This is an optimization exercise on Yosys and OpenROAD, whose aim is small area, a short achievable clock period and few clock cycles per item, not a production implementation.
Function was checked by simulation only, so behaviour that the tests miss may differ from the original.

==> run.sh <==
#!/bin/bash
# synth_recipe.tcl (not shown) runs the flow's synth.tcl, then flattens the netlist and writes it again
# the make line also repeats each setting of config.mk as NAME=value (left out here)
make -C /OpenROAD-flow-scripts/flow DESIGN_CONFIG=/design/flow/config.mk WORK_HOME=/design/flow/orfs CLKGATE_MAP_FILE= SYNTH_SCRIPT=/design/flow/synth_recipe.tcl finish
==> config.mk <==
export PLATFORM = sky130hd
export DESIGN_NAME = sht_top
export DESIGN_NICKNAME = sht_top
export VERILOG_FILES = /design/flow/design.v
export SDC_FILE = /design/flow/constraint.sdc
export NUM_CORES = 4
export LEC_CHECK = 0
export CAP_MARGIN = 20
export CORE_MARGIN = 2
export CORE_UTILIZATION = 30
export SLEW_MARGIN = 20
==> constraint.sdc <==
create_clock -name core_clock -period 8.0 [get_ports {clk}]
set_input_delay 1.6000 -clock core_clock [delete_from_list [all_inputs] [get_ports {clk}]]
set_output_delay 1.6000 -clock core_clock [all_outputs]
set_load 0.01 [all_outputs]
==> design.v <==
package sht_pkg;
    localparam int ADDR_W       = 48;
    localparam int SEL_W        = 8;
    localparam int DEF_ENTRIES  = 16;
    localparam logic [2:0] OP_CREATE   = 3'd0;
    localparam logic [2:0] OP_GET_KEY  = 3'd1;
    localparam logic [2:0] OP_GET_ID   = 3'd2;
    localparam logic [2:0] OP_GET_ADDR = 3'd3;
    localparam logic [2:0] OP_UPDATE   = 3'd4;
    localparam logic [2:0] OP_READ     = 3'd5;
    localparam logic [1:0] ST_OK       = 2'd0;
    localparam logic [1:0] ST_MISS     = 2'd1;
    localparam logic [1:0] ST_CONFLICT = 2'd2;
    localparam logic [1:0] ST_RANGE    = 2'd3;
    localparam logic [1:0] CMT_NONE    = 2'd0;
    localparam logic [1:0] CMT_ALLOC   = 2'd1;
    localparam logic [1:0] CMT_CLEAR   = 2'd2;
    localparam logic [1:0] CMT_UPDATE  = 2'd3;
    typedef struct packed {
        logic [2:0]        opcode;
        logic              delete_after;
        logic signed [31:0] lookup_value;
        logic [ADDR_W-1:0] address;
        logic signed [31:0] new_segment_id;
        logic [31:0]       new_size;
        logic [SEL_W-1:0]  entry_select;
    } req_t;
    typedef struct packed {
        logic [1:0]        status;
        logic [3:0]        hit_index;
        logic              hit_in_use;
        logic signed [31:0] hit_key;
        logic signed [31:0] hit_segment_id;
        logic [ADDR_W-1:0] hit_address;
        logic [31:0]       hit_size;
        logic [4:0]        used_count;
    } rsp_t;
    typedef struct packed {
        logic              valid;
        req_t              req;
        logic              conflict;
        logic              k_found;
        logic              s_found;
        logic              a_found;
        logic              ff_found;
        logic [SEL_W-1:0]  ff_idx;
        logic [31:0]       ff_id;
        logic [ADDR_W-1:0] ff_addr;
        logic [31:0]       ff_size;
        logic              cap_found;
        logic [SEL_W-1:0]  cap_idx;
        logic              cap_used;
        logic [31:0]       cap_key;
        logic [31:0]       cap_id;
        logic [ADDR_W-1:0] cap_addr;
        logic [31:0]       cap_size;
    } token_t;
    typedef struct packed {
        logic [1:0]        kind;
        logic [SEL_W-1:0]  idx;
        logic [31:0]       key;
        logic [31:0]       id;
        logic [ADDR_W-1:0] addr;
        logic [31:0]       size;
    } commit_t;
endpackage
import sht_pkg::*;
module sht_cell #(
    parameter logic [sht_pkg::SEL_W-1:0] CELL_INDEX = '0
) (
    input  logic             clk,
    input  logic             rst_n,
    input  sht_pkg::token_t  tok_in,
    output sht_pkg::token_t  tok_out,
    input  sht_pkg::commit_t commit
);
    logic              used_reg;
    logic [31:0]       key_reg;
    logic [31:0]       id_reg;
    logic [ADDR_W-1:0] addr_reg;
    logic [31:0]       size_reg;
    sht_pkg::token_t tok_reg;
    sht_pkg::token_t tok_next;
    logic   tok_valid_reg;
    logic match_k;
    logic match_s;
    logic match_a;
    logic take;
    always_comb
    begin
        match_k = (tok_in.req.lookup_value != '0) && (key_reg == tok_in.req.lookup_value);
        match_s = (tok_in.req.lookup_value != '0) && (id_reg == tok_in.req.lookup_value);
        match_a = (tok_in.req.address != '0) && (addr_reg == tok_in.req.address);
        case (tok_in.req.opcode)
            OP_CREATE, OP_GET_KEY: take = match_k;
            OP_GET_ID:             take = match_s;
            OP_GET_ADDR:           take = match_a;
            OP_UPDATE, OP_READ:    take = (tok_in.req.entry_select == CELL_INDEX);
            default:               take = 1'b0;
        endcase
        tok_next = tok_in;
        tok_next.conflict = tok_in.conflict | (match_k & tok_in.k_found)
                          | (match_s & tok_in.s_found) | (match_a & tok_in.a_found);
        tok_next.k_found = tok_in.k_found | match_k;
        tok_next.s_found = tok_in.s_found | match_s;
        tok_next.a_found = tok_in.a_found | match_a;
        if (!tok_in.ff_found && !used_reg)
        begin
            tok_next.ff_found = 1'b1;
            tok_next.ff_idx   = CELL_INDEX;
            tok_next.ff_id    = id_reg;
            tok_next.ff_addr  = addr_reg;
            tok_next.ff_size  = size_reg;
        end
        if (take)
        begin
            tok_next.cap_found = 1'b1;
            tok_next.cap_idx   = CELL_INDEX;
            tok_next.cap_used  = used_reg;
            tok_next.cap_key   = key_reg;
            tok_next.cap_id    = id_reg;
            tok_next.cap_addr  = addr_reg;
            tok_next.cap_size  = size_reg;
        end
    end
    always_ff @(posedge clk or negedge rst_n)
    begin
        if (!rst_n)
        begin
            tok_valid_reg <= 1'b0;
        end
        else
        begin
            tok_valid_reg <= tok_next.valid;
        end
    end
    always_ff @(posedge clk)
    begin
        if (tok_next.valid)
        begin
            tok_reg <= tok_next;
        end
    end
    always_comb
    begin
        tok_out       = tok_reg;
        tok_out.valid = tok_valid_reg;
    end
    always_ff @(posedge clk or negedge rst_n)
    begin
        if (!rst_n)
        begin
            used_reg <= 1'b0;
            key_reg  <= '0;
            id_reg   <= '0;
            addr_reg <= '0;
            size_reg <= '0;
        end
        else if (commit.idx == CELL_INDEX)
        begin
            case (commit.kind)
                CMT_ALLOC:
                begin
                    used_reg <= 1'b1;
                    key_reg  <= commit.key;
                end
                CMT_CLEAR:
                begin
                    used_reg <= 1'b0;
                    key_reg  <= '0;
                    id_reg   <= '0;
                    addr_reg <= '0;
                    size_reg <= '0;
                end
                CMT_UPDATE:
                begin
                    id_reg   <= commit.id;
                    addr_reg <= commit.addr;
                    size_reg <= commit.size;
                end
                default:
                begin
                end
            endcase
        end
    end
endmodule
import sht_pkg::*;
module segment_handle_table_core #(
    parameter int TABLE_ENTRIES = sht_pkg::DEF_ENTRIES
) (
    input  logic            clk,
    input  logic            rst_n,
    input  logic            req_valid,
    output logic            req_ready,
    input  sht_pkg::req_t   req_data,
    output logic            rsp_valid,
    input  logic            rsp_ready,
    output sht_pkg::rsp_t   rsp_data
);
    localparam int CNT_W = $clog2(TABLE_ENTRIES + 1);
    localparam logic [SEL_W:0] ENTRIES_W = (SEL_W + 1)'(TABLE_ENTRIES);
    sht_pkg::token_t  first_tok;
    localparam int TOK_W = $bits(first_tok);
    logic [TABLE_ENTRIES:0][TOK_W-1:0] chain;
    sht_pkg::token_t  last_tok;
    sht_pkg::token_t  done_reg;
    logic    done_valid_reg;
    logic    busy_reg;
    logic    out_valid_reg;
    sht_pkg::rsp_t    out_reg;
    sht_pkg::rsp_t    out_next;
    sht_pkg::commit_t commit;
    logic    [CNT_W-1:0] count_reg;
    logic    [CNT_W-1:0] count_next;
    logic    accept;
    logic    decide;
    assign req_ready = !busy_reg;
    assign accept    = req_valid && !busy_reg;
    assign decide    = done_valid_reg && (!out_valid_reg || rsp_ready);
    always_comb
    begin
        first_tok       = '0;
        first_tok.valid = accept;
        first_tok.req   = req_data;
    end
    assign chain[0] = first_tok;
    assign last_tok = chain[TABLE_ENTRIES];
    for (genvar i = 0; i < TABLE_ENTRIES; i++)
    begin : g_cell
        sht_cell #(
            .CELL_INDEX (SEL_W'(i))
        ) u_cell (
            .clk     (clk),
            .rst_n   (rst_n),
            .tok_in  (chain[i]),
            .tok_out (chain[i+1]),
            .commit  (commit)
        );
    end
    always_comb
    begin
        out_next            = '0;
        commit              = '0;
        commit.kind         = CMT_NONE;
        count_next          = count_reg;
        case (done_reg.req.opcode)
            OP_CREATE, OP_GET_KEY, OP_GET_ID, OP_GET_ADDR:
            begin
                if (done_reg.conflict)
                begin
                    out_next.status = ST_CONFLICT;
                end
                else if (done_reg.cap_found)
                begin
                    out_next.status         = ST_OK;
                    out_next.hit_index      = 4'(done_reg.cap_idx);
                    out_next.hit_in_use     = done_reg.cap_used;
                    out_next.hit_key        = done_reg.cap_key;
                    out_next.hit_segment_id = done_reg.cap_id;
                    out_next.hit_address    = done_reg.cap_addr;
                    out_next.hit_size       = done_reg.cap_size;
                    commit.idx              = done_reg.cap_idx;
                    if (done_reg.req.delete_after)
                    begin
                        commit.kind = CMT_CLEAR;
                        if (done_reg.cap_used)
                        begin
                            count_next = count_reg - CNT_W'(1);
                        end
                    end
                end
                else if (done_reg.req.opcode == OP_CREATE && done_reg.ff_found)
                begin
                    out_next.status         = ST_OK;
                    out_next.hit_index      = 4'(done_reg.ff_idx);
                    out_next.hit_in_use     = 1'b1;
                    out_next.hit_key        = done_reg.req.lookup_value;
                    out_next.hit_segment_id = done_reg.ff_id;
                    out_next.hit_address    = done_reg.ff_addr;
                    out_next.hit_size       = done_reg.ff_size;
                    commit.idx              = done_reg.ff_idx;
                    commit.key              = done_reg.req.lookup_value;
                    if (done_reg.req.delete_after)
                    begin
                        commit.kind = CMT_CLEAR;
                    end
                    else
                    begin
                        commit.kind = CMT_ALLOC;
                        count_next  = count_reg + CNT_W'(1);
                    end
                end
                else
                begin
                    out_next.status = ST_MISS;
                end
            end
            OP_UPDATE, OP_READ:
            begin
                if ({1'b0, done_reg.req.entry_select} >= ENTRIES_W)
                begin
                    out_next.status   = ST_RANGE;
                    out_next.hit_size = 32'(TABLE_ENTRIES);
                end
                else
                begin
                    out_next.status         = ST_OK;
                    out_next.hit_index      = 4'(done_reg.req.entry_select);
                    out_next.hit_in_use     = done_reg.cap_used;
                    out_next.hit_key        = done_reg.cap_key;
                    out_next.hit_segment_id = done_reg.cap_id;
                    out_next.hit_address    = done_reg.cap_addr;
                    out_next.hit_size       = done_reg.cap_size;
                    if (done_reg.req.opcode == OP_UPDATE)
                    begin
                        out_next.hit_segment_id = done_reg.req.new_segment_id;
                        out_next.hit_address    = done_reg.req.address;
                        out_next.hit_size       = done_reg.req.new_size;
                        commit.kind             = CMT_UPDATE;
                        commit.idx              = done_reg.req.entry_select;
                        commit.id               = done_reg.req.new_segment_id;
                        commit.addr             = done_reg.req.address;
                        commit.size             = done_reg.req.new_size;
                    end
                end
            end
            default:
            begin
                out_next.status = ST_MISS;
            end
        endcase
        out_next.used_count = 5'(count_next);
        if (!decide)
        begin
            commit.kind = CMT_NONE;
            count_next  = count_reg;
        end
    end
    always_ff @(posedge clk or negedge rst_n)
    begin
        if (!rst_n)
        begin
            busy_reg       <= 1'b0;
            done_valid_reg <= 1'b0;
            out_valid_reg  <= 1'b0;
            count_reg      <= '0;
        end
        else
        begin
            count_reg <= count_next;
            if (accept)
            begin
                busy_reg <= 1'b1;
            end
            else if (decide)
            begin
                busy_reg <= 1'b0;
            end
            if (last_tok.valid)
            begin
                done_valid_reg <= 1'b1;
            end
            else if (decide)
            begin
                done_valid_reg <= 1'b0;
            end
            if (decide)
            begin
                out_valid_reg <= 1'b1;
            end
            else if (rsp_ready)
            begin
                out_valid_reg <= 1'b0;
            end
        end
    end
    always_ff @(posedge clk)
    begin
        if (last_tok.valid)
        begin
            done_reg <= last_tok;
        end
        if (decide)
        begin
            out_reg <= out_next;
        end
    end
    assign rsp_valid = out_valid_reg;
    assign rsp_data  = out_reg;
endmodule
import sht_pkg::*;
module sht_top (
    input  logic        clk,
    input  logic        rst_n,
    input  logic        req_valid,
    output logic        req_ready,
    input  logic [2:0]  req_opcode,
    input  logic        req_delete_after,
    input  logic [31:0] req_lookup_value,
    input  logic [47:0] req_address,
    input  logic [31:0] req_new_segment_id,
    input  logic [31:0] req_new_size,
    input  logic [7:0]  req_entry_select,
    output logic        rsp_valid,
    input  logic        rsp_ready,
    output logic [1:0]  rsp_status,
    output logic [3:0]  rsp_hit_index,
    output logic        rsp_hit_in_use,
    output logic [31:0] rsp_hit_key,
    output logic [31:0] rsp_hit_segment_id,
    output logic [47:0] rsp_hit_address,
    output logic [31:0] rsp_hit_size,
    output logic [4:0]  rsp_used_count
);
    sht_pkg::req_t req_data;
    sht_pkg::rsp_t rsp_data;
    assign req_data.opcode         = req_opcode;
    assign req_data.delete_after   = req_delete_after;
    assign req_data.lookup_value   = req_lookup_value;
    assign req_data.address        = req_address;
    assign req_data.new_segment_id = req_new_segment_id;
    assign req_data.new_size       = req_new_size;
    assign req_data.entry_select   = req_entry_select;
    segment_handle_table_core #(
        .TABLE_ENTRIES (DEF_ENTRIES)
    ) u_core (
        .clk       (clk),
        .rst_n     (rst_n),
        .req_valid (req_valid),
        .req_ready (req_ready),
        .req_data  (req_data),
        .rsp_valid (rsp_valid),
        .rsp_ready (rsp_ready),
        .rsp_data  (rsp_data)
    );
    assign rsp_status         = rsp_data.status;
    assign rsp_hit_index      = rsp_data.hit_index;
    assign rsp_hit_in_use     = rsp_data.hit_in_use;
    assign rsp_hit_key        = rsp_data.hit_key;
    assign rsp_hit_segment_id = rsp_data.hit_segment_id;
    assign rsp_hit_address    = rsp_data.hit_address;
    assign rsp_hit_size       = rsp_data.hit_size;
    assign rsp_used_count     = rsp_data.used_count;
endmodule
==> impl_metrics.toml <==
[clocking]
cts_resized = 0
insertion_delay_ps = 1240
hold_buffers = 0
clk_path_buf_depth = 5
clkTransAtPathRegs_ps = 60
cts-htree-levels = 7
cts_buffers = 1053
ctsRootBufferMaster = "clkbuf_16"
post-cts-setup-buffer-count = 0
cts.sinks = 9722
cts_tree = "done"

[die]
num_rows = 413
die_area_um2 = 1270000
die_height_mm = 1.13
initial_utilization = 0.301
coreArea_um2 = 1260000
io_pins = 318
die_x_mm = 1.13

[layout]
fin_nets = 24300
final_cell_area_um2 = 439000
seqCellArea_um2 = 280000
drive_above_1_share = 0.242
largest_reg_flops = 6798
multiInputGateArea_um2 = 94400
fillers = 119000
area_growth_pct = 15.6

[pwr]
seqPwrFrac = 0.532
p_sw_frac = 0.256
power_mw = 131
power.switching_mw = 33.5
vdd_drop_max_v = 0.000241
p_int_mw = 97.6
clkPwrFrac = 0.372
leakage_nw = 154
power_density_nw_per_um2 = 299
combinationalPowerShare = 0.095

[detailed_routing]
via_per_inst = 4.71
wirelength_mm = 1160
via_count = 198000
firstDrtPassIters = 9
routedWlPerCell_um = 27.8
postRouteAntennaNets = 0
drt_iter0_drc = 19200
drc = 0

[synthesis]
synthCells = 23500
synth_edf_count = 7378
syn_nets = 23700
syn_area_um2 = 380000
synth_area_leaders = "edfxtp_1 (58%), dfrtp_1 (15%), mux2_2 (11%)"
yosys_warnings = 17
synth_area_leader_cell = "edfxtp_1"
synthFlopType = "edfxtp_1"
ys_seq_area_frac = 0.738
synth_cell_type_count = 69
async_reset_ff_frac = 0.241
synth_top_area_frac = 0.584
synth-seq-cells = 9722
syn_avg_cell_area_um2 = 16.2

[timing]
layout_setup_ws_ps = 2430
finClkSkew_ps = 93.0
finalCritPeriodShare = 0.697
final_max_slew_viol_count = 0
hold_viol_final = 0
setup_viol = 0
slew_headroom = 0.166
rsz0062_at_grt = "no"
tightestPinTransition_ps = 1250
fin_crit_ps = 5570
fmax_ghz = 0.179

[placed_design]
placed_cell_area_um2 = 404000
gp_congestion = 0.895
port_buffers = 317
pre_cts_ws_ps = 1600
hpwl_mm = 835

[setup_path]
crit_arrival_ps = 6640
crit_type = "register to register"
crit_path_start_kind = "register"
crit_family = "simple AND/OR/NAND/NOR gates"
crit_chain = "nor4b_4 > nand2b_1 > nor3_1 > o21ai_0 > ha_1 > buf_4 > nor2b_4 > nand2_1 > o21ai_0"
crit_buf_inv = 1
cpMostUsedCell = "o21ai_0"
critPathMaxFanout = 32
cp_slowest_cell = "nand2_1"
critical_path_required_ps = 9070
cp-end-kind = "register"
critical-path-max-stage-delay_ps = 960

[hold_path]
hold_class = "input pin to async pin"

[grt]
track_usage = 0.178
antenna_found_initial = 131
grt_pass1_vias = 199000
grt_pass1_wl_mm = 1620
grt_start_max_net_pins = 174
overflow = 0

[run]
cap_violations = 0

[outcome]
outcome = "complete, no violations"
[synthesized netlist by cell type (5+ instances only)]
library cell	count
nand3b_1	6
mux2_2	3708
nor2b_1	139
nand2b_1	32
edfxtp_1	7378
nand2_1	2544
o21ai_1	80
buf_4	120
buf_6	25
a22oi_1	15
nor2_1	69
o21ai_0	2261
mux2_1	53
nor4b_1	16
nor4bb_1	6
buf_2	274
or2_2	106
nor4_1	769
nand4_1	280
dfrtp_1	2344
clkbuf_1	707
nand4b_1	13
buf_1	31
or4_1	6
a221oi_1	9
nor3_1	50
nor3b_1	8
xor2_1	1391
and2_1	165
a222oi_1	111
a22o_1	32
o21ai_2	6
a32oi_1	6
nand3_1	10
xnor2_1	410
a41oi_1	5
inv_1	142
a21oi_1	17
mux2_4	95
[metal layers]
metal,track usage,vias to the layer above,wire length (µm)
met1,0.243,100000,512000
li1,-,88800,-
met4,0.0856,64,64400
met3,0.0273,1896,62300
met5,0,-,394
met2,0.278,6330,526000
[final timing paths]
path,start,end,slack (ps),cells after the start
max in group asynchronous,rst_n,u_core.g_cell[6].u_cell.key_reg[18],5290,3
worst min-delay path,rst_n,u_core.g_cell[1].u_cell.tok_valid_reg,350,1
worst max-delay path,u_core.done_reg[153],u_core.g_cell[1].u_cell.key_reg[0],2430,9
min in group core_clock,u_core.g_cell[8].u_cell.tok_reg[288],u_core.g_cell[9].u_cell.tok_reg[288],350,0
worst min register to register,u_core.g_cell[8].u_cell.tok_reg[288],u_core.g_cell[9].u_cell.tok_reg[288],350,0
worst max register to register,u_core.done_reg[153],u_core.g_cell[1].u_cell.key_reg[0],2430,9
[placed cells by master (no fill, tap or decap), drive strengths merged, types with 15 or more instances in the layout]
cell type         n
clkbuf         1455
nor4            772
nand2          2546
diode            86
a22oi            15
buf             410
mux2           3856
xor2           1391
inv             196
nor4b            17
and2            165
bufinv           67
xnor2           410
nor3             54
a222oi          111
or2             106
clkinv          339
a22o             32
nor2             70
clkinvlp         23
nor2b           139
nand2b           32
o21ai          2347
clkdlybuf4s50   316
edfxtp         7378
a21oi            17
dfrtp          2344
nand4           280
[stage by stage]
step / util / instances / hold WS (ps) / setup TNS [ps]
4_1_cts: 0.347 / 41800 / 245 / 0
5_1_grt: 0.347 / 41800 / 303 / 0
3_3_place_gp: 0.320 / 39900 / 401 / 0
6_report: 0.348 / 41900 / 347 / 0
2_1_floorplan: - / 23500 / 400 / -3108460
3_5_place_dp: 0.320 / 39900 / 405 / 0
[power by group through the flow]
stage / Clock [mW] / Combinational, mW / Sequential, mW
after detailed placement: 0 / 12.6 / 70.7
after global routing: 51.8 / 13.4 / 70.4
after global placement: 0 / 12.5 / 70.6
final: 48.8 / 12.5 / 69.8
after floorplan: 0 / 4.92 / 72.4
after CTS: 49.8 / 12.7 / 69.8
[cells by family (layout without fill, tap and decap cells)]
family / after synthesis / count (layout) / share of synthesized area
buffers and inverters: 1299 / 2806 / 0.0154
and+or+nand+nor: 4245 / 4245 / 0.0531
adders and majority gates: 4 / 4 / 0.000132
AOI/OAI and AO/OA: 2571 / 2571 / 0.0363
xor gates and xnor gates: 1801 / 1801 / 0.0415
DFF: 9722 / 9722 / 0.738
other: 0 / 86 / 0
muxes: 3860 / 3860 / 0.115
[layout make-up]
class,count,share of cell area
Sequential cell,9722,0.638
Multi-Input combinational cell,12500,0.215
Clock buffer,1455,0.0672
Tap cell,16800,0.0479
Timing Repair Buffer,726,0.0179
Clock inverter,483,0.0118
Inverter,142,0.00123
Antenna cell,86,0.000490
Testbench counts, summed over its fixed seeds: cycles 57,608, items 3,200.

## separate check: timing with driven ports
The flow's constraints put no driver on any port. The routed layout listed below was extracted and timed again, unchanged, in two steps. Step 1, drivers: a clkbuf_16 drives clk and a buf_2 each remaining input, both assumed. Step 2 times the ports against the registers' clock, not the clock port: input delays grow and output delays shrink by t, the midpoint of the rising clock arrivals with the driver on. Three values: ideal ports, drivers, drivers and shift; two values: the first two.
shift t [ns]: 1.347
setup slack, ns: 2.428 / 2.428 / 1.467
cell pins on the clock port's net: 1
After both steps setup and hold are still met in this run. For this run, drivers alone change the setup slack by 0.000 ns; drivers and shift together by -0.961 ns.
